This is an optimization exercise on Yosys and OpenROAD, whose aim is small area, a short achievable clock period and few clock cycles, not a production implementation. The RTL was checked by simulation tests, not by an equivalence proof against the original design. Power figures rest on the tool's default switching activity, not on a simulated workload.

`flow/constraint.sdc`:
```
create_clock -name core_clock -period 5.5 [get_ports {clk}]
set_input_delay 1.1000 -clock core_clock [delete_from_list [all_inputs] [get_ports {clk}]]
set_output_delay 1.1000 -clock core_clock [all_outputs]
set_load 0.01 [all_outputs]
```
`flow/run.sh`:
```
#!/bin/bash
# synth_recipe.tcl (not shown) runs the flow's synth.tcl, then flattens the netlist and writes it again
# the make line also repeats each setting of config.mk as NAME=value (left out here)
make -C /OpenROAD-flow-scripts/flow DESIGN_CONFIG=/design/flow/config.mk WORK_HOME=/design/flow/orfs CLKGATE_MAP_FILE= SYNTH_SCRIPT=/design/flow/synth_recipe.tcl finish
```
`flow/design.v`:
```
package ppu_pkg;
  localparam int CFG_DW       = 11;
  localparam int ADDRESS_BITS = 20;
  typedef enum logic [2:0] {
    REG_PIXEL_FORMAT = 3'd0,
    REG_ABGR_ORDER   = 3'd1,
    REG_IMAGE_WIDTH  = 3'd2,
    REG_IMAGE_HEIGHT = 3'd3,
    REG_ROW_STRIDE   = 3'd4
  } cfg_reg_t;
  localparam logic [2:0] FMT_1BPP   = 3'd0;
  localparam logic [2:0] FMT_4BPP   = 3'd1;
  localparam logic [2:0] FMT_8BPP   = 3'd2;
  localparam logic [2:0] FMT_RGB24  = 3'd3;
  localparam logic [2:0] FMT_RGBA32 = 3'd4;
  localparam logic [CFG_DW-1:0] DIM_MAX        = 11'd1024;
  localparam logic [CFG_DW-1:0] WIDTH_RST      = 11'd320;
  localparam logic [CFG_DW-1:0] HEIGHT_RST     = 11'd200;
  localparam logic [CFG_DW-1:0] STRIDE_RST     = 11'd320;
  localparam logic [31:0]       OPAQUE_ALPHA   = 32'hff000000;
  function automatic logic [CFG_DW-1:0] dim_limit(input logic [CFG_DW-1:0] v);
    dim_limit = ((v == '0) || (v > DIM_MAX)) ? DIM_MAX : v;
  endfunction
  function automatic logic [31:0] order_color(input logic [31:0] c, input logic abgr);
    order_color = abgr ? {c[31:24], c[7:0], c[15:8], c[23:16]} : c;
  endfunction
endpackage
module palette_pixel_unpacker #(
  parameter int PALETTE_DEPTH = 64
) (
  input  logic              clk,
  input  logic              rst_n,
  input  logic              cfg_we,
  input  logic [2:0]        cfg_index,
  input  logic [ppu_pkg::CFG_DW-1:0] cfg_data,
  input  logic              in_valid,
  output logic              in_ready,
  input  logic              in_mode,
  input  logic [7:0]        in_data_byte,
  input  logic [7:0]        in_palette_index,
  input  logic [31:0]       in_palette_color,
  output logic              out_valid,
  input  logic              out_ready,
  output logic [31:0]       out_pixel_value,
  output logic [ppu_pkg::ADDRESS_BITS-1:0] out_pixel_address,
  output logic              out_last_of_run,
  output logic              out_end_of_image
);
  localparam int PAL_AW = $clog2(PALETTE_DEPTH);
  logic [2:0]        fmt_r;
  logic              abgr_r;
  logic [ppu_pkg::CFG_DW-1:0] width_r, height_r, stride_r;
  logic [1:0]  phase_r, phase_nxt;
  logic [23:0] partial_r, partial_nxt;
  logic        b_vld_r;
  logic [3:0]  b_rem_r;
  logic [7:0]  b_shift_r;
  logic [2:0]  b_fmt_r;
  logic        b_direct_r;
  logic [31:0] b_dval_r;
  logic        c_vld_r, c_last_r, c_direct_r, c_zero_r;
  logic [31:0] c_dval_r;
  logic [31:0] rd_data_r;
  logic [31:0] pal_mem [PALETTE_DEPTH];
  logic [9:0]              col_r, row_r;
  logic [ppu_pkg::ADDRESS_BITS-1:0] base_r;
  logic                    o_vld_r, o_last_r, o_eoi_r;
  logic [31:0]             o_pix_r;
  logic [ppu_pkg::ADDRESS_BITS-1:0] o_addr_r;
  logic in_acc, data_acc, pal_wr;
  logic b_issue, b_fin, c_free, out_take, c_xfer;
  logic load_b, load_direct;
  logic [3:0]  load_rem;
  logic [31:0] load_dval;
  logic [7:0]  rd_idx;
  logic        rd_in_range;
  logic [31:0] c_raw;
  logic [ppu_pkg::CFG_DW-1:0] width_lim, height_lim;
  logic col_end, row_end, eoi;
  logic [ppu_pkg::ADDRESS_BITS-1:0] addr_cur;
  assign out_take = !o_vld_r || out_ready;
  assign c_free   = !c_vld_r || out_take;
  assign c_xfer   = c_vld_r && out_take;
  assign b_issue  = b_vld_r && c_free;
  assign b_fin    = b_issue && (b_rem_r == 4'd1);
  assign in_ready    = !b_vld_r || b_fin;
  assign in_acc      = in_valid && in_ready;
  assign data_acc    = in_acc && !in_mode;
  assign pal_wr      = in_acc && in_mode &&
                       ({1'b0, in_palette_index} < 9'(PALETTE_DEPTH));
  always_comb begin
    load_b      = 1'b0;
    load_direct = 1'b0;
    load_rem    = 4'd1;
    load_dval   = '0;
    phase_nxt   = phase_r;
    partial_nxt = partial_r;
    case (fmt_r)
      ppu_pkg::FMT_1BPP: begin
        load_b   = 1'b1;
        load_rem = 4'd8;
      end
      ppu_pkg::FMT_4BPP: begin
        load_b   = 1'b1;
        load_rem = 4'd2;
      end
      ppu_pkg::FMT_8BPP: begin
        load_b = 1'b1;
      end
      ppu_pkg::FMT_RGB24: begin
        if (phase_r >= 2'd2) begin
          load_b      = 1'b1;
          load_direct = 1'b1;
          load_dval   = ppu_pkg::OPAQUE_ALPHA | {8'h00, partial_r[23:8], in_data_byte};
          phase_nxt   = 2'd0;
          partial_nxt = '0;
        end else begin
          partial_nxt = partial_r | ({in_data_byte, 16'h0000} >> {phase_r, 3'b000});
          phase_nxt   = phase_r + 2'd1;
        end
      end
      ppu_pkg::FMT_RGBA32: begin
        if (phase_r == 2'd3) begin
          load_b      = 1'b1;
          load_direct = 1'b1;
          load_dval   = {in_data_byte, partial_r};
          phase_nxt   = 2'd0;
          partial_nxt = '0;
        end else begin
          partial_nxt = partial_r | ({in_data_byte, 16'h0000} >> {phase_r, 3'b000});
          phase_nxt   = phase_r + 2'd1;
        end
      end
      default: begin
      end
    endcase
  end
  always_comb begin
    case (b_fmt_r)
      ppu_pkg::FMT_1BPP: rd_idx = {7'b0, b_shift_r[7]};
      ppu_pkg::FMT_4BPP: rd_idx = {4'b0, b_shift_r[7:4]};
      default:  rd_idx = b_shift_r;
    endcase
  end
  assign rd_in_range = ({1'b0, rd_idx} < 9'(PALETTE_DEPTH));
  always_ff @(posedge clk) begin
    if (!rst_n) begin
      fmt_r     <= ppu_pkg::FMT_8BPP;
      abgr_r    <= 1'b0;
      width_r   <= ppu_pkg::WIDTH_RST;
      height_r  <= ppu_pkg::HEIGHT_RST;
      stride_r  <= ppu_pkg::STRIDE_RST;
      phase_r   <= '0;
      partial_r <= '0;
      b_vld_r   <= 1'b0;
      b_rem_r   <= '0;
    end else begin
      if (data_acc) begin
        phase_r   <= phase_nxt;
        partial_r <= partial_nxt;
      end
      if (data_acc && load_b) begin
        b_vld_r <= 1'b1;
        b_rem_r <= load_rem;
      end else if (b_issue) begin
        b_rem_r <= b_rem_r - 4'd1;
        if (b_fin) begin
          b_vld_r <= 1'b0;
        end
      end
      if (cfg_we) begin
        unique case (cfg_index)
          ppu_pkg::REG_PIXEL_FORMAT: begin
            fmt_r     <= cfg_data[2:0];
            phase_r   <= '0;
            partial_r <= '0;
          end
          ppu_pkg::REG_ABGR_ORDER:   abgr_r   <= cfg_data[0];
          ppu_pkg::REG_IMAGE_WIDTH:  width_r  <= cfg_data;
          ppu_pkg::REG_IMAGE_HEIGHT: height_r <= cfg_data;
          ppu_pkg::REG_ROW_STRIDE:   stride_r <= cfg_data;
          default: begin
          end
        endcase
      end
    end
  end
  always_ff @(posedge clk) begin
    if (data_acc && load_b) begin
      b_shift_r  <= in_data_byte;
      b_fmt_r    <= fmt_r;
      b_direct_r <= load_direct;
      b_dval_r   <= load_dval;
    end else if (b_issue) begin
      b_shift_r <= (b_fmt_r == ppu_pkg::FMT_1BPP) ? {b_shift_r[6:0], 1'b0} : {b_shift_r[3:0], 4'h0};
    end
  end
  always_ff @(posedge clk) begin
    if (pal_wr) begin
      pal_mem[in_palette_index[PAL_AW-1:0]] <= in_palette_color;
    end
    if (b_issue) begin
      rd_data_r <= pal_mem[rd_idx[PAL_AW-1:0]];
    end
  end
  always_ff @(posedge clk) begin
    if (!rst_n) begin
      c_vld_r <= 1'b0;
    end else if (b_issue) begin
      c_vld_r <= 1'b1;
    end else if (c_xfer) begin
      c_vld_r <= 1'b0;
    end
  end
  always_ff @(posedge clk) begin
    if (b_issue) begin
      c_last_r   <= (b_rem_r == 4'd1);
      c_direct_r <= b_direct_r;
      c_zero_r   <= !rd_in_range;
      c_dval_r   <= b_dval_r;
    end
  end
  assign width_lim  = ppu_pkg::dim_limit(width_r);
  assign height_lim = ppu_pkg::dim_limit(height_r);
  assign col_end    = ({1'b0, col_r} + 11'd1) >= width_lim;
  assign row_end    = ({1'b0, row_r} + 11'd1) >= height_lim;
  assign eoi        = col_end && row_end;
  assign addr_cur   = base_r + ppu_pkg::ADDRESS_BITS'(col_r);
  assign c_raw      = c_direct_r ? c_dval_r : (c_zero_r ? '0 : rd_data_r);
  always_ff @(posedge clk) begin
    if (!rst_n) begin
      col_r   <= '0;
      row_r   <= '0;
      base_r  <= '0;
      o_vld_r <= 1'b0;
    end else begin
      if (c_xfer) begin
        o_vld_r <= 1'b1;
        if (col_end) begin
          col_r <= '0;
          if (row_end) begin
            row_r  <= '0;
            base_r <= '0;
          end else begin
            row_r  <= row_r + 10'd1;
            base_r <= base_r + ppu_pkg::ADDRESS_BITS'(stride_r);
          end
        end else begin
          col_r <= col_r + 10'd1;
        end
      end else if (out_ready) begin
        o_vld_r <= 1'b0;
      end
    end
  end
  always_ff @(posedge clk) begin
    if (c_xfer) begin
      o_pix_r  <= ppu_pkg::order_color(c_raw, abgr_r);
      o_addr_r <= addr_cur;
      o_last_r <= c_last_r;
      o_eoi_r  <= eoi;
    end
  end
  assign out_valid         = o_vld_r;
  assign out_pixel_value   = o_pix_r;
  assign out_pixel_address = o_addr_r;
  assign out_last_of_run   = o_last_r;
  assign out_end_of_image  = o_eoi_r;
endmodule
```
`flow/config.mk`:
```
export PLATFORM = sky130hd
export DESIGN_NAME = palette_pixel_unpacker
export DESIGN_NICKNAME = palette_pixel_unpacker
export VERILOG_FILES = /design/flow/design.v
export SDC_FILE = /design/flow/constraint.sdc
export NUM_CORES = 8
export LEC_CHECK = 0
export CAP_MARGIN = 20
export CORE_MARGIN = 2
export CORE_UTILIZATION = 30
export PLACE_DENSITY = 0.42
export SLEW_MARGIN = 20
export SYNTH_MEMORY_MAX_BITS = 16384
```
==> tab_implementation.tex <==
\begin{tabular}{lr}
\hline
Metric & Value \\
\hline
\multicolumn{2}{l}{\textbf{Outcome}} \\
\quad Outcome & no timing/DRC/antenna violations \\
\multicolumn{2}{l}{\textbf{Clocking}} \\
\quad Buffers from clock root to sink, at most & 4 \\
\quad TritonCTS clock tree & done \\
\quad Post-CTS Resized & 0 \\
\quad Insertion delay to the later sink of the worst-skew pair & 860 ps \\
\quad Root Buffer Master & sky130\_fd\_sc\_hd\_\_clkbuf\_16 \\
\quad \# Post-CTS Setup Buffers & 0 \\
\quad CTS H-Tree Depth & 5 \\
\quad Hold-fix buffer count after cts & 0 \\
\quad Inserted Clock Buffers & 274 \\
\quad Clock Sinks & 2323 \\
\quad Worst-path clk slew & 60 ps \\
\multicolumn{2}{l}{\textbf{Setup path}} \\
\quad Cell chain of the critical path & and4bb\_2, nor2\_4, nand2\_2, buf\_4, buf\_4, o22ai\_1, o211ai\_1, buf\_4, o311ai\_1, buf\_4, or4\_1 \\
\quad Category of the most critical setup path & flop to flop \\
\quad Critical register-to-register path startpoint & b\_shift\_r[5] \\
\quad Reg-to-Reg End & rd\_data\_r[4] \\
\quad Cell type group with the largest total delay on the critical path & buffers and inverters \\
\quad Cell at the slowest stage of the critical path & sky130\_fd\_sc\_hd\_\_edfxtp\_1 \\
\quad Cell repeated most along the worst path & sky130\_fd\_sc\_hd\_\_buf\_4 \\
\quad Setup crit start kind & flop \\
\quad Data arrival time of the critical path & 5240 ps \\
\quad Worst-case register-to-register setup slack & 750 ps \\
\quad CP Capture Type & flop \\
\quad Endpoint required time on the critical path & 5990 ps \\
\quad Critical-path maximum fanout & 26 \\
\quad Count of cells along the worst register-to-register path & 11 \\
\quad Critical path buffers and inverters & 4 \\
\quad Delay of the slowest cell on the worst path & 880 ps \\
\multicolumn{2}{l}{\textbf{Logic synthesis}} \\
\quad Area share of the largest cell type after synthesis & 71.3\% \\
\quad Leading cell types by total area after synthesis & sky130\_fd\_sc\_hd\_\_edfxtp\_1 (71\%), sky130\_fd\_sc\_hd\_\_nand2\_1 (5.1\%), sky130\_fd\_sc\_hd\_\_mux2i\_1 (4.0\%) \\
\quad Cell type contributing the most total cell area after synthesis & sky130\_fd\_sc\_hd\_\_edfxtp\_1 \\
\quad Mean instance size in the synthesized netlist & 14.6 sq um \\
\quad Most used flip-flop cell after synthesis & sky130\_fd\_sc\_hd\_\_edfxtp\_1 \\
\quad Post-Synth Simple-Gate Area & 10.6\% \\
\quad Combinational family with the most area after synthesis & simple AND/OR/NAND/NOR gates \\
\quad Post-synthesis xor/xnor area fraction & 0.507\% \\
\quad Total number of yosys warnings & 1 \\
\quad Multiplexer area fraction after synthesis & 5.25\% \\
\quad Proportion of register bits with asynchronous set or reset after synthesis & 0\% \\
\quad Net count of the mapped netlist & 6523 \\
\quad Post-synthesis adder-cell area fraction & 0.728\% \\
\quad Fraction of the mapped netlist area in compound gates & 6.94\% \\
\quad Number of flip-flops and latches in the synthesized netlist & 2323 \\
\quad Number of enable flip-flop cells after synthesis & 2213 \\
\quad Combined area of all synthesized cells & 0.0932 sq mm \\
\quad Synthesized instance count & 6402 \\
\quad Sequential element share of the synthesized area & 73.7\% \\
\quad Unique masters post-synth & 82 \\
\multicolumn{2}{l}{\textbf{Cells and area}} \\
\quad Total Nets Final & 6862 \\
\quad Post-route core utilization & 35.7\% \\
\quad Fraction of layout cells with a size suffix above 1 & 13.3\% \\
\quad Finished Layout Cells & 11100 \\
\quad Layout overhead on the synthesized area & 18.3\% \\
\multicolumn{2}{l}{\textbf{Min path}} \\
\quad Hold wc startpoint & b\_dval\_r[19] \\
\quad Hold path endpoint & c\_dval\_r[19] \\
\quad Worst Hold Class & flop to flop \\
\quad Worst Hold Depth & 0 \\
\multicolumn{2}{l}{\textbf{Pwr}} \\
\quad Pwr per Cell Area & 372 mW/mm\^{}2 \\
\quad Total net switching power & 10.2 mW \\
\quad Switching share of power & 25.0\% \\
\quad Share of total power in the clock network & 43.0\% \\
\quad LEAKAGE & 37.3 nW \\
\quad Part of the total power dissipated in combinational logic & 9.2\% \\
\quad Portion of total power attributed to sequential cells & 47.8\% \\
\quad Overall power of the completed layout & 41.0 mW \\
\quad Max VDD drop & 0.220 mV \\
\quad Int Power & 30.7 mW \\
\multicolumn{2}{l}{\textbf{STA}} \\
\quad Worst Skew & 70.7 ps \\
\quad Worst-case setup margin in the final layout & 753 ps \\
\quad Post-route fraction of the period consumed by the critical path & 86.3\% \\
\quad Final Hold Fails & 0 \\
\quad Unrepaired setup endpoints after global routing & false \\
\quad Sum of negative setup slack & 0 ps \\
\quad Count of pins over their slew limit & 0 \\
\quad Max\_slew headroom & 15.4\% \\
\quad Upper clock frequency limit & 211 MHz \\
\quad Worst Max-Slew Pin Slew & 1260 ps \\
\quad Time the final worst path needs with I/O delays and setup & 4750 ps \\
\quad Endpoints failing setup & 0 \\
\multicolumn{2}{l}{\textbf{GRT}} \\
\quad Number of global-route vias before repair & 56400 \\
\quad First-pass GRT wire length & 473000 microns \\
\quad Congestion Overflow GR & 0 \\
\quad Number of antenna violations at the first check in global routing & 40 \\
\quad Maximum number of pins on one net before global-route repair & 86 \\
\quad Gr usage total & 21.4\% \\
\multicolumn{2}{l}{\textbf{Drt}} \\
\quad Post-route ant nets & 0 \\
\quad Number of detailed-route iterations in the first pass & 6 \\
\quad Vias & 58500 \\
\quad Average wire per cell in the routed design & 31.2 microns \\
\quad Initial detailed-routing violation count & 6361 \\
\quad Routed wire length & 346000 microns \\
\quad Ratio of routed vias to standard cells & 5.27 \\
\quad DRC viols & 0 \\
\multicolumn{2}{l}{\textbf{Placement}} \\
\quad Post-detail-place hpwl & 217000 microns \\
\quad Post-placement worst setup slack & 446 ps \\
\quad Placed Cells & 10600 \\
\quad Routability congestion estimate & 0.842 \\
\quad Count of input and output buffers & 123 \\
\multicolumn{2}{l}{\textbf{Floorplan}} \\
\quad Die height & 561 microns \\
\quad Die area & 0.315 sq mm \\
\quad Core area & 0.309 sq mm \\
\quad Width of the die & 561 microns \\
\quad Ports placed on the boundary & 124 \\
\quad Starting Density & 30.2\% \\
\quad Number of rows in the core area & 204 \\
\multicolumn{2}{l}{\textbf{Run}} \\
\quad Number of max-capacitance violations reported & 0 \\
\hline
\end{tabular}
[layout make-up]
type	instances	area, sq um
inverter	28	106
antenna	22	55.1
multi-input combinational	3653	23100
sequential	2323	68700
fill	29600	199000
clock buffer	362	7440
clock inverter	125	1080
timing repair buffer	461	4740
tap	4120	5150
[worst reg2reg max path, delay by kind of cell (launching register included)]
family                 cells  cell delay (ps)
AND/OR/NAND/NOR            4             1390
AO/OA/AOI/OAI              3              690
buffers and inverters      4             1470
flip-flops                 1              880
[per-stage QoR]
step	hold WS (ps)	instance area, sq um
6_report	410	110000
5_1_grt	418	110000
4_1_cts	410	110000
3_5_place_dp	405	102000
3_3_place_gp	402	102000
2_1_floorplan	400	93200
[registers in the layout (all words and copies together) (netlist names), 2 cells and up]
name	cells
height_r	11
b_shift_r	8
rd_data_r	32
stride_r	11
o_addr_r	20
base_r	20
width_r	11
col_r	10
b_dval_r	32
c_dval_r	32
partial_r	24
b_rem_r	4
pal_mem	2048
phase_r	2
b_fmt_r	3
o_pix_r	32
row_r	10
fmt_r	3
[power groups by stage]
stage | sequential [mW] | clock [mW] | combinational [mW]
floorplan | 19.9 | 0 | 1.76
global placement | 20.0 | 0 | 3.75
detailed placement | 20.0 | 0 | 3.77
CTS | 19.6 | 18.0 | 3.77
global route | 19.6 | 18.6 | 3.94
finish | 19.6 | 17.6 | 3.77
[logic make-up after synthesis]
family | count (synthesis)
DFF | 2323
and+or+nand+nor | 2238
AOI/OAI and AO/OA | 876
muxes | 432
buffers and inverters | 426
xor gates and xnor gates | 54
adders and majority gates | 53
[how the worst max path moves through the flow]
stage | endpoint | from | depth (start not counted)
2_1_floorplan | pal_mem[60][0] | out_ready | 7
3_3_place_gp | pal_mem[58][20] | out_ready | 10
3_5_place_dp | pal_mem[58][20] | out_ready | 10
4_1_cts | rd_data_r[17] | b_fmt_r[1] | 9
5_1_grt | rd_data_r[4] | b_fmt_r[1] | 11
6_report | rd_data_r[4] | b_shift_r[5] | 11
[placed cells by master (no fill, tap or decap), types with 91 or more instances in the layout]
cell type,synthesis,routed
sky130_fd_sc_hd__buf_4,61,267
sky130_fd_sc_hd__nand2_1,1259,1253
sky130_fd_sc_hd__nand3_1,484,484
sky130_fd_sc_hd__a21oi_1,165,165
sky130_fd_sc_hd__nor2_1,181,104
sky130_fd_sc_hd__mux2i_1,374,374
sky130_fd_sc_hd__dfxtp_1,110,110
sky130_fd_sc_hd__clkbuf_16,0,284
sky130_fd_sc_hd__edfxtp_1,2213,2213
sky130_fd_sc_hd__clkdlybuf4s50_1,0,91
[synthesized netlist by cell type, types with 71 or more instances]
master / count
sky130_fd_sc_hd__a211oi_1: 89
sky130_fd_sc_hd__a21oi_1: 165
sky130_fd_sc_hd__buf_2: 155
sky130_fd_sc_hd__clkbuf_1: 142
sky130_fd_sc_hd__dfxtp_1: 110
sky130_fd_sc_hd__edfxtp_1: 2213
sky130_fd_sc_hd__mux2i_1: 374
sky130_fd_sc_hd__nand2_1: 1259
sky130_fd_sc_hd__nand3_1: 484
sky130_fd_sc_hd__nand4_1: 81
sky130_fd_sc_hd__nor2_1: 181
sky130_fd_sc_hd__o211a_1: 73
sky130_fd_sc_hd__o21ai_0: 71
[metal layers]
layer / global-route usage, % / up-vias / part of all wire [%]
li1: - / 25300 / -
met1: 29.2 / 30700 / 43
met2: 35.8 / 2102 / 48
met3: 2.98 / 423 / 5.9
met4: 5.80 / 12 / 2.8
met5: 0 / - / 0.023
Testbench counts, summed over its fixed seeds: cycles 10,488.

[afterwards: timing with drivers on the ports]
How much do the figures lean on ideal ports? The routed layout below was timed once more, with nothing changed but the port constraints.
Step 1 assumes that a clkbuf_16 drives the clock port and a buf_2 every other input.
Step 2, shift: input delay + t, output delay - t, t = (earliest + latest rising clock arrival at the registers) / 2. This alone moves slack from input paths to output paths.
a / b / c = ideal / step 1 / step 2; a / b = the first two.
shift t [ns]: 0.924
setup slack, ns: 0.753 / 0.753 / 0.390
hold WS [ns]: 0.410 / 0.410 / 0.410
pins driven straight from the clock port: 1
After both steps setup and hold are still met in this run. For this run, drivers alone change the setup slack by 0.000 ns; drivers and shift together by -0.363 ns.
